This is an optimization exercise on Yosys and OpenROAD, whose aim is small area, a short achievable clock period and few clock cycles per item, not a production implementation.
Function was checked by simulation only, so behaviour that the tests miss may differ from the original.

### design.v
`default_nettype none
package sparcPkg;
    typedef logic [31:0] instWord_t;                   
    typedef logic [31:0] dataWord_t;                   
    typedef logic [3:0]  aluOp_t;                      
    typedef logic [1:0]  memSize_t;                    
    typedef logic [2:0]  creditCnt_t;                  
    localparam aluOp_t AluAdd   = 4'b0000;
    localparam aluOp_t AluAddx  = 4'b0001;             
    localparam aluOp_t AluSub   = 4'b0010;
    localparam aluOp_t AluSubx  = 4'b0011;             
    localparam aluOp_t AluAnd   = 4'b0100;
    localparam aluOp_t AluOr    = 4'b0101;
    localparam aluOp_t AluXor   = 4'b0110;
    localparam aluOp_t AluXnor  = 4'b0111;
    localparam aluOp_t AluAndn  = 4'b1000;
    localparam aluOp_t AluOrn   = 4'b1001;
    localparam aluOp_t AluSll   = 4'b1010;
    localparam aluOp_t AluSrl   = 4'b1011;
    localparam aluOp_t AluSra   = 4'b1100;
    localparam aluOp_t AluPassB = 4'b1110;             
    localparam logic [1:0] OpArith  = 2'b10;
    localparam logic [1:0] OpMem    = 2'b11;
    localparam logic [2:0] OpSethi2 = 3'b100;          
    localparam memSize_t SizeByte = 2'd0;
    localparam memSize_t SizeHalf = 2'd1;
    localparam memSize_t SizeWord = 2'd2;
    localparam int         QueueDepth = 2;             
    localparam creditCnt_t OutCredits = 3'd4;          
    typedef struct packed {
        logic n;
        logic z;
        logic v;
        logic c;
    } iccFlags_t;
    typedef struct packed {
        logic     isMem;
        logic     isStore;
        memSize_t size;
        logic     signExt;                             
    } memCtrl_t;
    typedef struct packed {
        instWord_t inst;
        dataWord_t operandA;
        dataWord_t operandB;
    } issueSlot_t;
    typedef struct packed {
        aluOp_t    aluOp;
        logic      setsCc;
        memCtrl_t  memCtrl;
        dataWord_t operandA;
        dataWord_t operandB;
    } decodedInst_t;
    typedef struct packed {
        dataWord_t data;
        iccFlags_t icc;                                
        memCtrl_t  memCtrl;
    } result_t;
endpackage
`default_nettype wire
`timescale 1ns/1ps
`default_nettype none
module sparcAlu (
    input  wire sparcPkg::dataWord_t a,
    input  wire sparcPkg::dataWord_t b,
    input  wire sparcPkg::aluOp_t    op,
    input  wire logic                carryIn,
    output sparcPkg::dataWord_t      y,
    output sparcPkg::iccFlags_t      flags
);
    logic [32:0] wide;                                 
    logic [4:0]  shamt;
    assign shamt = b[4:0];
    always_comb begin
        wide    = '0;
        flags.v = 1'b0;
        case (op)
            sparcPkg::AluAdd:   wide = {1'b0, a} + {1'b0, b};
            sparcPkg::AluAddx:  wide = {1'b0, a} + {1'b0, b} + {32'd0, carryIn};
            sparcPkg::AluSub:   wide = {1'b0, a} - {1'b0, b};
            sparcPkg::AluSubx:  wide = {1'b0, a} - {1'b0, b} - {32'd0, carryIn};
            sparcPkg::AluAnd:   wide = {1'b0, a & b};
            sparcPkg::AluOr:    wide = {1'b0, a | b};
            sparcPkg::AluXor:   wide = {1'b0, a ^ b};
            sparcPkg::AluXnor:  wide = {1'b0, ~(a ^ b)};
            sparcPkg::AluAndn:  wide = {1'b0, a & ~b};
            sparcPkg::AluOrn:   wide = {1'b0, a | ~b};
            sparcPkg::AluSll:   wide = {1'b0, a << shamt};
            sparcPkg::AluSrl:   wide = {1'b0, a >> shamt};
            sparcPkg::AluSra:   wide = {1'b0, $signed(a) >>> shamt};
            sparcPkg::AluPassB: wide = {1'b0, b};
            default:            wide = '0;
        endcase
        y       = wide[31:0];
        flags.n = wide[31];
        flags.z = (wide[31:0] == 32'd0);
        flags.c = 1'b0;
        if (op == sparcPkg::AluAdd || op == sparcPkg::AluAddx) begin
            flags.c = wide[32];
            flags.v = (a[31] == b[31]) && (a[31] != wide[31]);    
        end else if (op == sparcPkg::AluSub || op == sparcPkg::AluSubx) begin
            flags.c = wide[32];                        
            flags.v = (a[31] != b[31]) && (a[31] != wide[31]);
        end
    end
endmodule
`default_nettype wire
`timescale 1ns/1ps
`default_nettype none
module instQueue (
    input  wire logic                 Clk,
    input  wire logic                 rstN,
    input  wire logic                 instValid,
    input  wire sparcPkg::issueSlot_t slotIn,
    input  wire logic                 pop,
    output logic                      headValid,
    output sparcPkg::issueSlot_t      head,
    output logic                      instCredit
);
    logic [95:0] slots [sparcPkg::QueueDepth];
    logic                 wrPtr;
    logic                 rdPtr;
    logic [1:0]           count;                       
    always_ff @(posedge Clk) begin
        if (instValid) begin
            slots[wrPtr] <= slotIn;
        end
    end
    always_ff @(posedge Clk or negedge rstN) begin
        if (!rstN) begin
            wrPtr      <= 1'b0;
            rdPtr      <= 1'b0;
            count      <= 2'd0;
            instCredit <= 1'b0;
        end else begin
            if (instValid) wrPtr <= ~wrPtr;
            if (pop) rdPtr <= ~rdPtr;
            count      <= count + {1'b0, instValid} - {1'b0, pop};
            instCredit <= pop;                         
        end
    end
    assign headValid = (count != 2'd0);
    assign head      = slots[rdPtr];
endmodule
`default_nettype wire
`timescale 1ns/1ps
`default_nettype none
module decodeStage (
    input  wire logic                   Clk,
    input  wire logic                   rstN,
    input  wire logic                   headValid,
    input  wire sparcPkg::issueSlot_t   head,
    input  wire logic                   execTake,
    output logic                        pop,
    output logic                        decValid,
    output sparcPkg::decodedInst_t      decoded
);
    logic [1:0]             op;
    logic [5:0]             op3;
    logic                   arithHit;
    sparcPkg::aluOp_t       arithOp;
    sparcPkg::decodedInst_t nextDec;
    logic                   load;
    assign op  = head.inst[31:30];
    assign op3 = head.inst[24:19];
    always_comb begin
        arithHit = 1'b1;
        case (op3[3:0])
            4'b0000: arithOp = sparcPkg::AluAdd;
            4'b1000: arithOp = sparcPkg::AluAddx;
            4'b0100: arithOp = sparcPkg::AluSub;
            4'b1100: arithOp = sparcPkg::AluSubx;
            4'b0001: arithOp = sparcPkg::AluAnd;
            4'b0101: arithOp = sparcPkg::AluAndn;
            4'b0010: arithOp = sparcPkg::AluOr;
            4'b0110: arithOp = sparcPkg::AluOrn;
            4'b0011: arithOp = sparcPkg::AluXor;
            4'b0111: arithOp = sparcPkg::AluXnor;
            default: begin
                arithOp  = sparcPkg::AluAdd;
                arithHit = 1'b0;
            end
        endcase
    end
    always_comb begin
        nextDec.aluOp    = sparcPkg::AluAdd;           
        nextDec.setsCc   = 1'b0;
        nextDec.memCtrl  = '0;
        nextDec.operandA = head.operandA;
        nextDec.operandB = head.operandB;
        case (op)
            sparcPkg::OpArith: begin
                if (!op3[5] && arithHit) begin
                    nextDec.aluOp  = arithOp;
                    nextDec.setsCc = op3[4];
                end else begin
                    case (op3)
                        6'b100101: nextDec.aluOp = sparcPkg::AluSll;
                        6'b100110: nextDec.aluOp = sparcPkg::AluSrl;
                        6'b100111: nextDec.aluOp = sparcPkg::AluSra;
                        default:   nextDec.aluOp = sparcPkg::AluAdd;
                    endcase
                end
            end
            sparcPkg::OpMem: begin
                case (op3)
                    6'b001001: nextDec.memCtrl = {1'b1, 1'b0, sparcPkg::SizeByte, 1'b1};  
                    6'b001010: nextDec.memCtrl = {1'b1, 1'b0, sparcPkg::SizeHalf, 1'b1};  
                    6'b000000: nextDec.memCtrl = {1'b1, 1'b0, sparcPkg::SizeWord, 1'b0};  
                    6'b000001: nextDec.memCtrl = {1'b1, 1'b0, sparcPkg::SizeByte, 1'b0};  
                    6'b000010: nextDec.memCtrl = {1'b1, 1'b0, sparcPkg::SizeHalf, 1'b0};  
                    6'b000011: nextDec.memCtrl = {1'b1, 1'b0, sparcPkg::SizeWord, 1'b0};  
                    6'b001101: nextDec.memCtrl = {1'b1, 1'b0, sparcPkg::SizeByte, 1'b0};  
                    6'b001111: nextDec.memCtrl = {1'b1, 1'b0, sparcPkg::SizeWord, 1'b0};  
                    6'b000101: nextDec.memCtrl = {1'b1, 1'b1, sparcPkg::SizeByte, 1'b0};  
                    6'b000110: nextDec.memCtrl = {1'b1, 1'b1, sparcPkg::SizeHalf, 1'b0};  
                    6'b000100: nextDec.memCtrl = {1'b1, 1'b1, sparcPkg::SizeWord, 1'b0};  
                    6'b000111: nextDec.memCtrl = {1'b1, 1'b1, sparcPkg::SizeWord, 1'b0};  
                    default:   nextDec.memCtrl = '0;
                endcase
            end
            2'b00: begin
                if (head.inst[24:22] == sparcPkg::OpSethi2) begin
                    nextDec.aluOp = sparcPkg::AluPassB;
                end
            end
            default: nextDec.aluOp = sparcPkg::AluAdd;    
        endcase
    end
    assign load = !decValid || execTake;
    assign pop  = headValid && load;
    always_ff @(posedge Clk or negedge rstN) begin
        if (!rstN) begin
            decValid <= 1'b0;
        end else if (load) begin
            decValid <= headValid;                     
        end
    end
    always_ff @(posedge Clk) begin
        if (pop) begin
            decoded <= nextDec;
        end
    end
endmodule
`default_nettype wire
`timescale 1ns/1ps
`default_nettype none
module executeStage (
    input  wire logic                   Clk,
    input  wire logic                   rstN,
    input  wire logic                   decValid,
    input  wire sparcPkg::decodedInst_t decoded,
    input  wire logic                   resCredit,
    output logic                        execTake,
    output logic                        resValid,
    output sparcPkg::result_t           resOut
);
    sparcPkg::creditCnt_t creditCnt;
    sparcPkg::iccFlags_t  iccReg;
    sparcPkg::iccFlags_t  aluFlags;
    sparcPkg::iccFlags_t  iccNext;
    sparcPkg::dataWord_t  aluY;
    logic                 hasCredit;
    logic                 take;
    sparcAlu u_alu (
        .a       (decoded.operandA),
        .b       (decoded.operandB),
        .op      (decoded.aluOp),
        .carryIn (iccReg.c),                           
        .y       (aluY),
        .flags   (aluFlags)
    );
    assign hasCredit = (creditCnt != '0);
    assign execTake  = hasCredit || !decValid;
    assign take      = decValid && hasCredit;
    assign iccNext   = decoded.setsCc ? aluFlags : iccReg;
    always_ff @(posedge Clk or negedge rstN) begin
        if (!rstN) begin
            creditCnt <= sparcPkg::OutCredits;
            iccReg    <= '0;
            resValid  <= 1'b0;
        end else begin
            creditCnt <= creditCnt - sparcPkg::creditCnt_t'(take)
                         + sparcPkg::creditCnt_t'(resCredit);
            if (take) iccReg <= iccNext;
            resValid <= take;
        end
    end
    always_ff @(posedge Clk) begin
        if (take) begin
            resOut.data    <= aluY;
            resOut.icc     <= iccNext;
            resOut.memCtrl <= decoded.memCtrl;         
        end
    end
endmodule
`default_nettype wire
`timescale 1ns/1ps
`default_nettype none
module sparcPipe (
    input  wire logic                Clk,
    input  wire logic                rstN,
    input  wire logic                instValid,
    input  wire sparcPkg::instWord_t instIn,
    input  wire sparcPkg::dataWord_t operandA,
    input  wire sparcPkg::dataWord_t operandB,
    input  wire logic                resCredit,
    output logic                     instCredit,
    output logic                     resValid,
    output sparcPkg::result_t        resOut
);
    sparcPkg::issueSlot_t   slotIn;
    sparcPkg::issueSlot_t   head;
    sparcPkg::decodedInst_t decoded;
    logic                   headValid;
    logic                   pop;
    logic                   decValid;
    logic                   execTake;
    assign slotIn = {instIn, operandA, operandB};
    instQueue u_queue (
        .Clk, .rstN, .instValid, .slotIn, .pop,
        .headValid, .head, .instCredit
    );
    decodeStage u_decode (
        .Clk, .rstN, .headValid, .head, .execTake,
        .pop, .decValid, .decoded
    );
    executeStage u_execute (
        .Clk, .rstN, .decValid, .decoded, .resCredit,
        .execTake, .resValid, .resOut
    );
endmodule
`default_nettype wire
### run.sh
#!/bin/bash
# synth_recipe.tcl (not shown) runs the flow's synth.tcl, then flattens the netlist and writes it again
# the make line also repeats each setting of config.mk as NAME=value (left out here)
make -C /OpenROAD-flow-scripts/flow DESIGN_CONFIG=/design/flow/config.mk WORK_HOME=/design/flow/orfs CLKGATE_MAP_FILE= SYNTH_SCRIPT=/design/flow/synth_recipe.tcl finish
### config.mk
export PLATFORM = sky130hd
export DESIGN_NAME = sparcPipe
export DESIGN_NICKNAME = sparcPipe
export VERILOG_FILES = /design/flow/design.v
export SDC_FILE = /design/flow/constraint.sdc
export NUM_CORES = 4
export LEC_CHECK = 0
export CAP_MARGIN = 35
export CORE_MARGIN = 2
export CORE_UTILIZATION = 40
export SLEW_MARGIN = 20
### constraint.sdc
create_clock -name core_clock -period 5.5 [get_ports {Clk}]
set_input_delay 1.1000 -clock core_clock [delete_from_list [all_inputs] [get_ports {Clk}]]
set_output_delay 1.1000 -clock core_clock [all_outputs]
set_load 0.01 [all_outputs]
==> run notes <==
Netlist cell types=125; CTS resizes=0; wire per inst=26.54 um; vias in the first global route=21,010; TNS Setup=0 ps; Reg clk slew, reported paths=60 ps; num ports=143; P&R area growth vs syn=19.30%; CTS tree=built; Synth top area share=0.3345; remaining antenna violation count=0; Final Skew=15.98 ps; drt drc=0; Clock H-tree levels=1; dpl hpwl=73,110 um; Hold Vio Cnt, Final=0; Crit Reg-Reg Startpoint=u_decode.decoded[2]$_DFFE_PP_; Die Ht=245.1 um; RSZ-0062 raised after global routing=no; register area share after synthesis=0.3496; placed inst area=0.02673 mm2; Synth Register Bits=273; Clk Tree Root Cell=clkbuf_16; CP max FO=9; Post-synth EDFFs=259; max-slew violations=0; hold path startpoint=u_decode.decoded[65]$_SDFFCE_PN0P_; WP data required=5990 ps; placed cells=3,476; global-route wire length before repair=137,600 um; critical path capture point type=flop; Initial Utilization=0.4038; GRT Total Usage=0.3073; Net Count, Synth=2,674; Skew-Pair Late Insertion Delay=590 ps; Die W=245.1 um; largest net degree at the start of global routing=101; R2R Setup Slk=330 ps; worst hold endpoint=u_execute.resOut[1]$_DFFE_PP_; Register-to-Register Path Depth=18; Most used DFF post-synth=edfxtp_1; FP Rows=88; max_cap viols=0; PnR worst setup slack=330.4 ps; CTS Buf Count=28; Hold-fix buffers, CTS=0; non-filler cells in the finished layout=3,531; hold slack final=426.4 ps; Cell Area, Synth=0.02325 mm2; post-CTS setup buffer count=0; vias per cell=6.243; FF-to-FF End=u_execute.iccReg[2]$_DFFE_PN0P_; crit path kind=flop to flop; Final min period=5170 ps; clock buffer depth=3; area of the core=0.05759 mm2; yosys warns=4; Fill cells=5,485; Port Buffers=118; worst min-delay path class=flop to flop; most common cell in the synthesized netlist=edfxtp_1; DR iter-0 viols=3,029; Nets=2,924; outcome=finished clean; fmax=193.4 MHz; gp weighted congestion=1.045; Mapped Cells=2,493; Avg Synthesized Cell Area=9.327 um2; vias=22,040; # clock sinks=273; layout cells sized above 1=0.1939; worst-margin pin slew=1043 ps; initial antenna violation count=4; synth top area cells=edfxtp_1 (33%), mux2_2 (4.3%), ha_1 (4.2%); drt pass-1 iters=6; critical path arrival=5660 ps; Synth async-reset ratio=0.05128; post-synthesis cell type with the largest combined area=edfxtp_1; max_slew headroom=0.3024; hold path cells=0; pre-CTS setup slack=308.9 ps; final setup vio count=0; Overflow after GRT=0; full die area=0.06008 mm2; Routed Wire Length=93,710 um; post-route cell area=0.02774 mm2; synth cell count leaders=edfxtp_1 (259), nand2_1 (245), nor2_1 (213); Finished Core Util=0.4817; CP Launch Type=flop; period utilisation layout=0.9399
[layout by cell type, fill, tap and decap left out, drive strengths merged, types with 11 or more instances in the layout]
cell type	synthesis	layout
clkdlybuf4s50	0	118
a22oi	20	20
o311ai	16	16
clkinv	4	18
o21ai	154	154
nand2b	29	29
o21bai	11	11
mux4	42	42
nor3	77	77
nor2	215	215
and2	21	21
o22ai	27	27
a21oi	161	161
or3	16	16
mux2i	83	83
ha	78	78
xor2	34	34
nand4	14	14
edfxtp	259	259
and3	20	20
a31oi	24	24
a21boi	11	11
a211oi	42	42
a221oi	20	20
xnor2	78	78
dfrtp	13	13
inv	85	85
o31ai	25	25
or4	11	11
mux2	89	89
buf	76	286
o211ai	46	46
nor2b	30	30
a21o	17	17
nand3	51	51
clkbuf	110	32
o221ai	24	24
nor4	34	34
nand2	245	245
[worst max-delay path, cell delays in order, from the launching register on]
cell and delay (ps):
edfxtp_1 490, clkinv_1 160, ha_1 430, buf_4 200, nor3_1 60, buf_4 160
o311ai_4 350, a41oi_2 200, buf_4 210, a211o_1 330, xnor2_1 240, a21oi_1 380
nand4b_2 330, nor3_1 290, xor2_1 160, o221ai_1 200, nor4_1 320, nand4b_1 240
o31ai_1 300
[registers in the layout, summed over array words and instances (netlist names)]
name                 flops
u_queue.slots          144
u_decode.decoded        74
u_execute.resOut        41
u_execute.iccReg         4
u_execute.creditCnt      3
u_queue.count            2
u_decode.decValid        1
u_execute.resValid       1
u_queue.instCredit       1
u_queue.rdPtr            1
u_queue.wrPtr            1
[layer usage]
metal | vias to the layer above | share of wire | global-route usage
met5 | - | 0.00029 | 0
li1 | 9989 | - | -
met2 | 1149 | 0.44 | 0.4684
met1 | 10680 | 0.42 | 0.4316
met3 | 224 | 0.093 | 0.05314
met4 | 4 | 0.046 | 0.1237
[worst max-delay path by stage]
stage	startpoint	end	slack, ps
after floorplan	u_decode.decoded[3]$_DFFE_PP_	u_execute.iccReg[2]$_DFFE_PN0P_	270
after global placement	u_decode.decoded[0]$_DFFE_PP_	u_execute.iccReg[2]$_DFFE_PN0P_	450
after detailed placement	u_decode.decoded[32]$_DFFE_PP_	u_execute.iccReg[2]$_DFFE_PN0P_	310
after CTS	u_decode.decoded[32]$_DFFE_PP_	u_execute.iccReg[2]$_DFFE_PN0P_	290
after global routing	u_decode.decoded[2]$_DFFE_PP_	u_execute.iccReg[2]$_DFFE_PN0P_	10
final	u_decode.decoded[2]$_DFFE_PP_	u_execute.iccReg[2]$_DFFE_PN0P_	330
[area by class of cell]
class                           instances  area, um2  area share
Multi-Input combinational cell       1945      13950      0.5030
Timing Repair Buffer                  406       3386      0.1221
Antenna cell                            1      2.502  0.00009021
Tap cell                              765      957.2     0.03451
Clock buffer                           31      711.9     0.02567
Inverter                               89      334.1     0.01204
Sequential cell                       273       8133      0.2932
Clock inverter                         21      262.8    0.009472
[kinds of logic after synthesis]
family / count (synthesis) / synth area share
AOI/OAI and AO/OA: 711 / 0.2112
buffers and inverters: 275 / 0.05295
xor gates and xnor gates: 112 / 0.04251
adders and majority gates: 84 / 0.04585
muxes: 214 / 0.1195
and+or+nand+nor: 824 / 0.1784
DFF: 273 / 0.3496
Testbench counts, summed over its fixed seeds: cycles 4,816, items 3,200.

## what the ideal ports hide
How much do the figures lean on ideal ports? The routed layout below was timed once more, with nothing changed but the port constraints. Step 1 sets driving cells, clkbuf_16 on the clock port and buf_2 on the other inputs (assumed; they add their load-dependent delay and slew). Step 2 adds t to the input delays and takes it off the output delays; t is the mean of the earliest and latest rising clock arrival at the registers after step 1. Input paths then give back, and output paths get back, about the clock's delay inside the block. a / b / c = ideal ports / drivers / drivers and shift; a / b = the first two.
t, ns: 0.651
slack for setup (ns): 0.330 / 0.330 / 0.330
hold WS [ns]: 0.426 / 0.426 / 0.426
After both steps this run still meets setup and hold. The setup slack of this run moves by 0.000 ns with the drivers and by 0.000 ns with both steps.
